Context: an optimization exercise on an open-source flow, tuned for small area, a short achievable clock period and few clock cycles. The choices shown serve that exercise and are no tape-out recipe. The RTL was checked by simulation tests, not by an equivalence proof against the original design. Power figures rest on the tool's default switching activity, not on a simulated workload.

== the reference run ==
==> flow/design.v <==
`timescale 1ns/10ps
module dma_backend #(
  parameter int unsigned MaxOut = 4    
) (
  input  logic        clk_i,
  input  logic        rst_ni,
  input  logic        valid_i,
  input  logic [31:0] req_src_i,
  input  logic [31:0] req_dst_i,
  input  logic [31:0] req_num_bytes_i,
  input  logic        req_serialize_i,
  output logic        ready_o,
  output logic [31:0] ar_addr_o,
  output logic [7:0]  ar_len_o,
  output logic        ar_valid_o,
  input  logic        ar_ready_i,
  output logic [31:0] aw_addr_o,
  output logic [7:0]  aw_len_o,
  output logic        aw_valid_o,
  input  logic        aw_ready_i,
  output logic [31:0] w_data_o,
  output logic        w_last_o,
  output logic        w_valid_o,
  input  logic        w_ready_i,
  input  logic [31:0] r_data_i,
  input  logic        r_last_i,
  input  logic        r_valid_i,
  output logic        r_ready_o,
  input  logic        b_valid_i,
  output logic        b_ready_o,
  output logic        backend_idle_o,
  output logic        trans_complete_o
);
  localparam int unsigned BPtrW = (MaxOut > 1) ? $clog2(MaxOut) : 1;
  logic              free_q;     
  logic              rdy_q;      
  logic              free_d;
  logic              calc_q;     
  logic              ser_q;      
  logic              ar_vld_q;
  logic              aw_vld_q;
  logic [29:0]       src_q;
  logic [29:0]       dst_q;
  logic [29:0]       left_q;
  logic [3:0]        len_q;      
  logic              last_q;     
  logic              ge16;       
  logic              gt16;       
  logic              spe_q;      
  logic              dpe_q;      
  logic              spe_nx;
  logic              dpe_nx;
  logic [3:0]        cap_s;
  logic [3:0]        cap_d;
  logic [3:0]        cap_l;
  logic [3:0]        cap_lr;
  logic              s_le_d;
  logic              s_le_l;
  logic              d_le_l;
  logic              l_le_s;
  logic              l_le_d;
  logic [3:0]        len_d;
  logic              last_d;
  logic [4:0]        beats;
  logic              src_c4;
  logic              dst_c4;
  logic              src_c10;
  logic              dst_c10;
  logic              left_b5;
  logic [5:0]        src_mid_inc;
  logic [5:0]        dst_mid_inc;
  logic [19:0]       src_hi_inc;
  logic [19:0]       dst_hi_inc;
  logic [24:0]       left_hi_dec;
  logic [29:0]       src_nx;
  logic [29:0]       dst_nx;
  logic [29:0]       left_nx;
  logic              req_nz;
  logic              accept;
  logic              issue;
  logic              advance;
  logic              ar_vld_d;
  logic              aw_vld_d;
  logic              bl_mem_q [MaxOut];
  logic [BPtrW:0]    bl_wp_q;
  logic [BPtrW:0]    bl_rp_q;
  logic [BPtrW:0]    bl_wp_inc;
  logic [BPtrW:0]    bl_rp_inc;
  logic              bl_full;
  logic              bl_empty;
  logic              b_fire;
  logic [BPtrW:0]    bl_wp_d;
  logic [BPtrW:0]    bl_rp_d;
  logic              cmp_q;
  logic              cmp_d;
  logic              busy_q;     
  logic              ser_ok;
  assign ge16   = |left_q[29:4];
  assign gt16   = (|left_q[29:5]) | (left_q[4] & (|left_q[3:0]));
  assign cap_s  = spe_q ? ~src_q[3:0] : 4'hf;
  assign cap_d  = dpe_q ? ~dst_q[3:0] : 4'hf;
  assign cap_lr = left_q[3:0] - 4'd1;
  assign cap_l  = ge16 ? 4'hf : cap_lr;
  assign s_le_d = (cap_s <= cap_d);
  assign s_le_l = ge16 | (cap_s <= cap_lr);
  assign d_le_l = ge16 | (cap_d <= cap_lr);
  assign l_le_s = ge16 ? (cap_s == 4'hf) : (cap_lr <= cap_s);
  assign l_le_d = ge16 ? (cap_d == 4'hf) : (cap_lr <= cap_d);
  assign len_d  = (s_le_d & s_le_l) ? cap_s : (~s_le_d & d_le_l) ? cap_d : cap_l;
  assign last_d = ~gt16 & l_le_s & l_le_d;
  assign beats  = {1'b0, len_q} + 5'd1;
  assign src_c4  = (len_q >= ~src_q[3:0]);
  assign dst_c4  = (len_q >= ~dst_q[3:0]);
  assign src_c10 = src_c4 & (&src_q[9:4]);
  assign dst_c10 = dst_c4 & (&dst_q[9:4]);
  assign left_b5 = ({1'b0, left_q[3:0]} <= {1'b0, len_q}) & ~left_q[4];
  always_comb begin
    for (int i = 0; i < 6; i++) begin
      src_mid_inc[i] = src_q[4+i] ^ (&(src_q[9:4] | ~((6'd1 << i) - 6'd1)));
      dst_mid_inc[i] = dst_q[4+i] ^ (&(dst_q[9:4] | ~((6'd1 << i) - 6'd1)));
    end
    for (int i = 0; i < 20; i++) begin
      src_hi_inc[i] = src_q[10+i] ^ (&(src_q[29:10] | ~((20'd1 << i) - 20'd1)));
      dst_hi_inc[i] = dst_q[10+i] ^ (&(dst_q[29:10] | ~((20'd1 << i) - 20'd1)));
    end
    for (int i = 0; i < 25; i++) begin
      left_hi_dec[i] = left_q[5+i] ^ ~(|(left_q[29:5] & ((25'd1 << i) - 25'd1)));
    end
  end
  assign src_nx  = {src_c10 ? src_hi_inc : src_q[29:10],
                    src_c4 ? src_mid_inc : src_q[9:4],
                    src_q[3:0] + len_q + 4'd1};
  assign dst_nx  = {dst_c10 ? dst_hi_inc : dst_q[29:10],
                    dst_c4 ? dst_mid_inc : dst_q[9:4],
                    dst_q[3:0] + len_q + 4'd1};
  assign left_nx = {left_b5 ? left_hi_dec : left_q[29:5],
                    left_q[4:0] - {1'b0, len_q} - 5'd1};
  assign spe_nx  = src_c4 ? (src_q[9:4] == 6'd62) : (&src_q[9:4]);
  assign dpe_nx  = dst_c4 ? (dst_q[9:4] == 6'd62) : (&dst_q[9:4]);
  assign req_nz  = |req_num_bytes_i[31:2];
  assign accept  = rdy_q & valid_i & req_nz;
  assign ser_ok  = ~ser_q | bl_empty;
  assign issue   = calc_q & ~bl_full & ser_ok;
  assign advance = ~free_q & ~calc_q & ~ar_vld_q & ~aw_vld_q;
  assign ar_vld_d = issue | (ar_vld_q & ~ar_ready_i);
  assign aw_vld_d = issue | (aw_vld_q & ~aw_ready_i);
  always_comb begin
    free_d = free_q;
    if (free_q) begin
      free_d = ~accept;
    end else if (ar_vld_q | aw_vld_q) begin
      free_d = last_q & ~ar_vld_d & ~aw_vld_d;
    end
  end
  always_ff @(posedge clk_i or negedge rst_ni) begin
    if (!rst_ni) begin
      free_q   <= 1'b1;
      rdy_q    <= 1'b0;
      calc_q   <= 1'b0;
      ar_vld_q <= 1'b0;
      aw_vld_q <= 1'b0;
    end else begin
      free_q   <= free_d;
      rdy_q    <= free_d;
      ar_vld_q <= ar_vld_d;
      aw_vld_q <= aw_vld_d;
      if (free_q) begin
        calc_q <= accept;
      end else if (calc_q) begin
        calc_q <= ~issue;
      end else if (!ar_vld_q && !aw_vld_q) begin
        calc_q <= 1'b1;
      end
    end
  end
  always_ff @(posedge clk_i) begin
    if (free_q) begin
      src_q  <= req_src_i[31:2];
      dst_q  <= req_dst_i[31:2];
      left_q <= req_num_bytes_i[31:2];
      ser_q  <= req_serialize_i;
      spe_q  <= &req_src_i[11:6];
      dpe_q  <= &req_dst_i[11:6];
    end else if (advance) begin
      src_q  <= src_nx;
      dst_q  <= dst_nx;
      left_q <= left_nx;
      spe_q  <= spe_nx;
      dpe_q  <= dpe_nx;
    end else if (issue) begin
      ser_q  <= 1'b0;
    end
    if (issue) begin
      len_q  <= len_d;
      last_q <= last_d;
    end
  end
  assign ar_addr_o  = {src_q, 2'b00};
  assign aw_addr_o  = {dst_q, 2'b00};
  assign ar_len_o   = {4'd0, len_q};
  assign aw_len_o   = {4'd0, len_q};
  assign ar_valid_o = ar_vld_q;
  assign aw_valid_o = aw_vld_q;
  assign ready_o    = rdy_q;
  assign b_ready_o = 1'b1;
  assign bl_full   = (bl_wp_q == (bl_rp_q ^ {1'b1, BPtrW'(0)}));
  assign bl_empty  = (bl_wp_q == bl_rp_q);
  assign bl_wp_inc = bl_wp_q + 1'b1;
  assign bl_rp_inc = bl_rp_q + 1'b1;
  assign b_fire    = b_valid_i & ~bl_empty;
  assign cmp_d     = b_fire & bl_mem_q[bl_rp_q[BPtrW-1:0]];
  assign bl_wp_d   = issue ? bl_wp_inc : bl_wp_q;
  assign bl_rp_d   = b_fire ? bl_rp_inc : bl_rp_q;
  always_ff @(posedge clk_i or negedge rst_ni) begin
    if (!rst_ni) begin
      bl_wp_q  <= '0;
      bl_rp_q  <= '0;
      cmp_q    <= 1'b0;
      busy_q   <= 1'b0;
    end else begin
      bl_wp_q  <= bl_wp_d;
      bl_rp_q  <= bl_rp_d;
      cmp_q    <= cmp_d;
      busy_q   <= ~free_d | (bl_wp_d != bl_rp_d);
    end
  end
  always_ff @(posedge clk_i) begin
    for (int unsigned i = 0; i < MaxOut; i++) begin
      if (issue && bl_wp_q[BPtrW-1:0] == BPtrW'(i)) begin
        bl_mem_q[i] <= last_d;
      end
    end
  end
  assign trans_complete_o = cmp_q;
  assign backend_idle_o   = ~busy_q;
  logic              w_vld_q;
  logic [32:0]       w_q;
  logic              skid_vld_q;
  logic              skid_vld_d;
  logic              r_rdy_q;    
  logic [32:0]       skid_q;
  logic              out_free;
  logic              r_fire;
  assign out_free = ~w_vld_q | w_ready_i;
  assign r_fire   = r_valid_i & r_rdy_q;
  assign skid_vld_d = skid_vld_q ? ~out_free : (r_fire & ~out_free);
  always_ff @(posedge clk_i or negedge rst_ni) begin
    if (!rst_ni) begin
      w_vld_q    <= 1'b0;
      skid_vld_q <= 1'b0;
      r_rdy_q    <= 1'b0;
    end else begin
      w_vld_q    <= ~out_free | skid_vld_q | r_fire;
      skid_vld_q <= skid_vld_d;
      r_rdy_q    <= ~skid_vld_d;
    end
  end
  always_ff @(posedge clk_i) begin
    if (!skid_vld_q) begin
      skid_q <= {r_last_i, r_data_i};
    end
    if (out_free) begin
      w_q <= skid_vld_q ? skid_q : {r_last_i, r_data_i};
    end
  end
  assign w_valid_o = w_vld_q;
  assign w_data_o  = w_q[31:0];
  assign w_last_o  = w_q[32];
  assign r_ready_o = r_rdy_q;
endmodule
clock: 8.5 ns
lec_check: 0
cap_margin: 20
core_margin: 2
core_utilization: 65
place_density: 0.75
slew_margin: 20
standard.sh (not shown) runs the stock make flow with config.mk's settings and CLKGATE_MAP_FILE= SYNTH_SCRIPT=/design/flow/synth_recipe.tcl, a recipe that flattens the netlist after the stock synthesis.
==> flow/flow/run.sh <==
#!/bin/bash
# standard layout; timing repair aims below the clock period, ports buffered with buf_1
bash standard.sh SETUP_SLACK_MARGIN=5.6 "BUFFER_PORTS_ARGS=-buffer_cell sky130_fd_sc_hd__buf_1" finish > standard.log 2>&1
The reference run: full flow OK, the timing, DRC and antenna checks passed
Testbench counts of the reference run, summed over its fixed seeds: cycles 36,136.
The inputs of the trial run differ from those of the reference run as listed below.
--- a/flow/design.v
+++ b/flow/design.v
@@ -29,12 +29,13 @@
   input  logic        b_valid_i,
   output logic        b_ready_o,
   output logic        backend_idle_o,
   output logic        trans_complete_o
 );
   localparam int unsigned BPtrW = (MaxOut > 1) ? $clog2(MaxOut) : 1;
+  localparam int unsigned PendW = $clog2(MaxOut + 3);
   logic              free_q;     
   logic              rdy_q;      
   logic              free_d;
   logic              calc_q;     
   logic              ser_q;      
   logic              ar_vld_q;
@@ -86,14 +87,17 @@
   logic [BPtrW:0]    bl_rp_q;
   logic [BPtrW:0]    bl_wp_inc;
   logic [BPtrW:0]    bl_rp_inc;
   logic              bl_full;
   logic              bl_empty;
   logic              b_fire;
-  logic [BPtrW:0]    bl_wp_d;
-  logic [BPtrW:0]    bl_rp_d;
+  logic [PendW-1:0]  pend_q;
+  logic [PendW-1:0]  pend_x;
+  logic [PendW-1:0]  pend_x1;
+  logic              pend_is0;
+  logic              pend_is1;
   logic              cmp_q;
   logic              cmp_d;
   logic              busy_q;     
   logic              ser_ok;
   assign ge16   = |left_q[29:4];
   assign gt16   = (|left_q[29:5]) | (left_q[4] & (|left_q[3:0]));
@@ -136,13 +140,13 @@
   assign left_nx = {left_b5 ? left_hi_dec : left_q[29:5],
                     left_q[4:0] - {1'b0, len_q} - 5'd1};
   assign spe_nx  = src_c4 ? (src_q[9:4] == 6'd62) : (&src_q[9:4]);
   assign dpe_nx  = dst_c4 ? (dst_q[9:4] == 6'd62) : (&dst_q[9:4]);
   assign req_nz  = |req_num_bytes_i[31:2];
   assign accept  = rdy_q & valid_i & req_nz;
-  assign ser_ok  = ~ser_q | bl_empty;
+  assign ser_ok  = ~ser_q | pend_is1;
   assign issue   = calc_q & ~bl_full & ser_ok;
   assign advance = ~free_q & ~calc_q & ~ar_vld_q & ~aw_vld_q;
   assign ar_vld_d = issue | (ar_vld_q & ~ar_ready_i);
   assign aw_vld_d = issue | (aw_vld_q & ~aw_ready_i);
   always_comb begin
     free_d = free_q;
@@ -206,25 +210,33 @@
   assign bl_full   = (bl_wp_q == (bl_rp_q ^ {1'b1, BPtrW'(0)}));
   assign bl_empty  = (bl_wp_q == bl_rp_q);
   assign bl_wp_inc = bl_wp_q + 1'b1;
   assign bl_rp_inc = bl_rp_q + 1'b1;
   assign b_fire    = b_valid_i & ~bl_empty;
   assign cmp_d     = b_fire & bl_mem_q[bl_rp_q[BPtrW-1:0]];
-  assign bl_wp_d   = issue ? bl_wp_inc : bl_wp_q;
-  assign bl_rp_d   = b_fire ? bl_rp_inc : bl_rp_q;
+  assign pend_x    = pend_q - PendW'(cmp_q);
+  assign pend_x1   = pend_x + 1'b1;
+  assign pend_is0  = (pend_x == '0);
+  assign pend_is1  = (pend_x == PendW'(1));
   always_ff @(posedge clk_i or negedge rst_ni) begin
     if (!rst_ni) begin
       bl_wp_q  <= '0;
       bl_rp_q  <= '0;
+      pend_q   <= '0;
       cmp_q    <= 1'b0;
       busy_q   <= 1'b0;
     end else begin
-      bl_wp_q  <= bl_wp_d;
-      bl_rp_q  <= bl_rp_d;
+      if (issue) begin
+        bl_wp_q <= bl_wp_inc;
+      end
+      if (b_fire) begin
+        bl_rp_q <= bl_rp_inc;
+      end
+      pend_q   <= accept ? pend_x1 : pend_x;
       cmp_q    <= cmp_d;
-      busy_q   <= ~free_d | (bl_wp_d != bl_rp_d);
+      busy_q   <= accept | ~(cmp_d ? pend_is1 : pend_is0);
     end
   end
   always_ff @(posedge clk_i) begin
     for (int unsigned i = 0; i < MaxOut; i++) begin
       if (issue && bl_wp_q[BPtrW-1:0] == BPtrW'(i)) begin
         bl_mem_q[i] <= last_d;
==> notes.md <==
- Clock period minus worst slack: the trial run and the reference run compared, lower one is the reference run
- Synthesis-to-finish area growth, the trial run and the reference run: higher on the trial run
- The trial run ended with more power of the clock network than the reference run.
- The trial run vs the reference run — number of buffers other than clock buffers in the final layout dropped slightly
- In terms of xor/xnor share of the synthesized area, the reference run and the trial run differ only marginally.
- Going from the reference run to the trial run, total power has remained practically unchanged, smallest setup slack after layout has decreased.
- Proportion of power drawn by the clock network, the trial run and the reference run, higher one = the trial run.
- Fraction of synthesis flops using an asynchronous set or reset pin in the trial run vs the reference run: up 1.5 points
- The trial run ends up with a number of gates resized after cts that is 2 higher than in the reference run.
- In the trial run the number of search-and-repair iterations in the first detailed-routing pass turned out 2 lower than in the reference run.
Testbench counts of the trial run, summed over its fixed seeds: cycles 36,136.

re-timing with driven ports:
Ports are ideal in the flow. The routed layouts listed here were re-timed in OpenROAD.
Step 1 (the two cells are an assumption about what drives the block):
set clk [get_ports {clk_i}]
set_driving_cell -lib_cell sky130_fd_sc_hd__clkbuf_16 $clk
set_driving_cell -lib_cell sky130_fd_sc_hd__buf_2 [delete_from_list [all_inputs] $clk]
Step 2 adds t to the input delays and takes it off the output delays; t is the mean of the earliest and latest rising clock arrival at the registers after step 1. Input paths then give back, and output paths get back, about the clock's delay inside the block.
a / b / c = no drivers / after step 1 / after step 2; a / b = the first two.
run	shift t [ns]	slack for setup (ns)	clock arrival spread, ns	worst slew at a driven data input, ns	pins driven straight from the clock port
the reference run	0.475	5.664 / 5.619 / 5.217	0.010 / 0.010	0.07	1
the trial run	0.479	5.639 / 5.594 / 5.249	0.013 / 0.012	0.07	1
After both steps every run listed still meets setup and hold. For the reference run, which loses most, drivers alone change the setup slack by -0.045 ns; drivers and shift together by -0.447 ns.
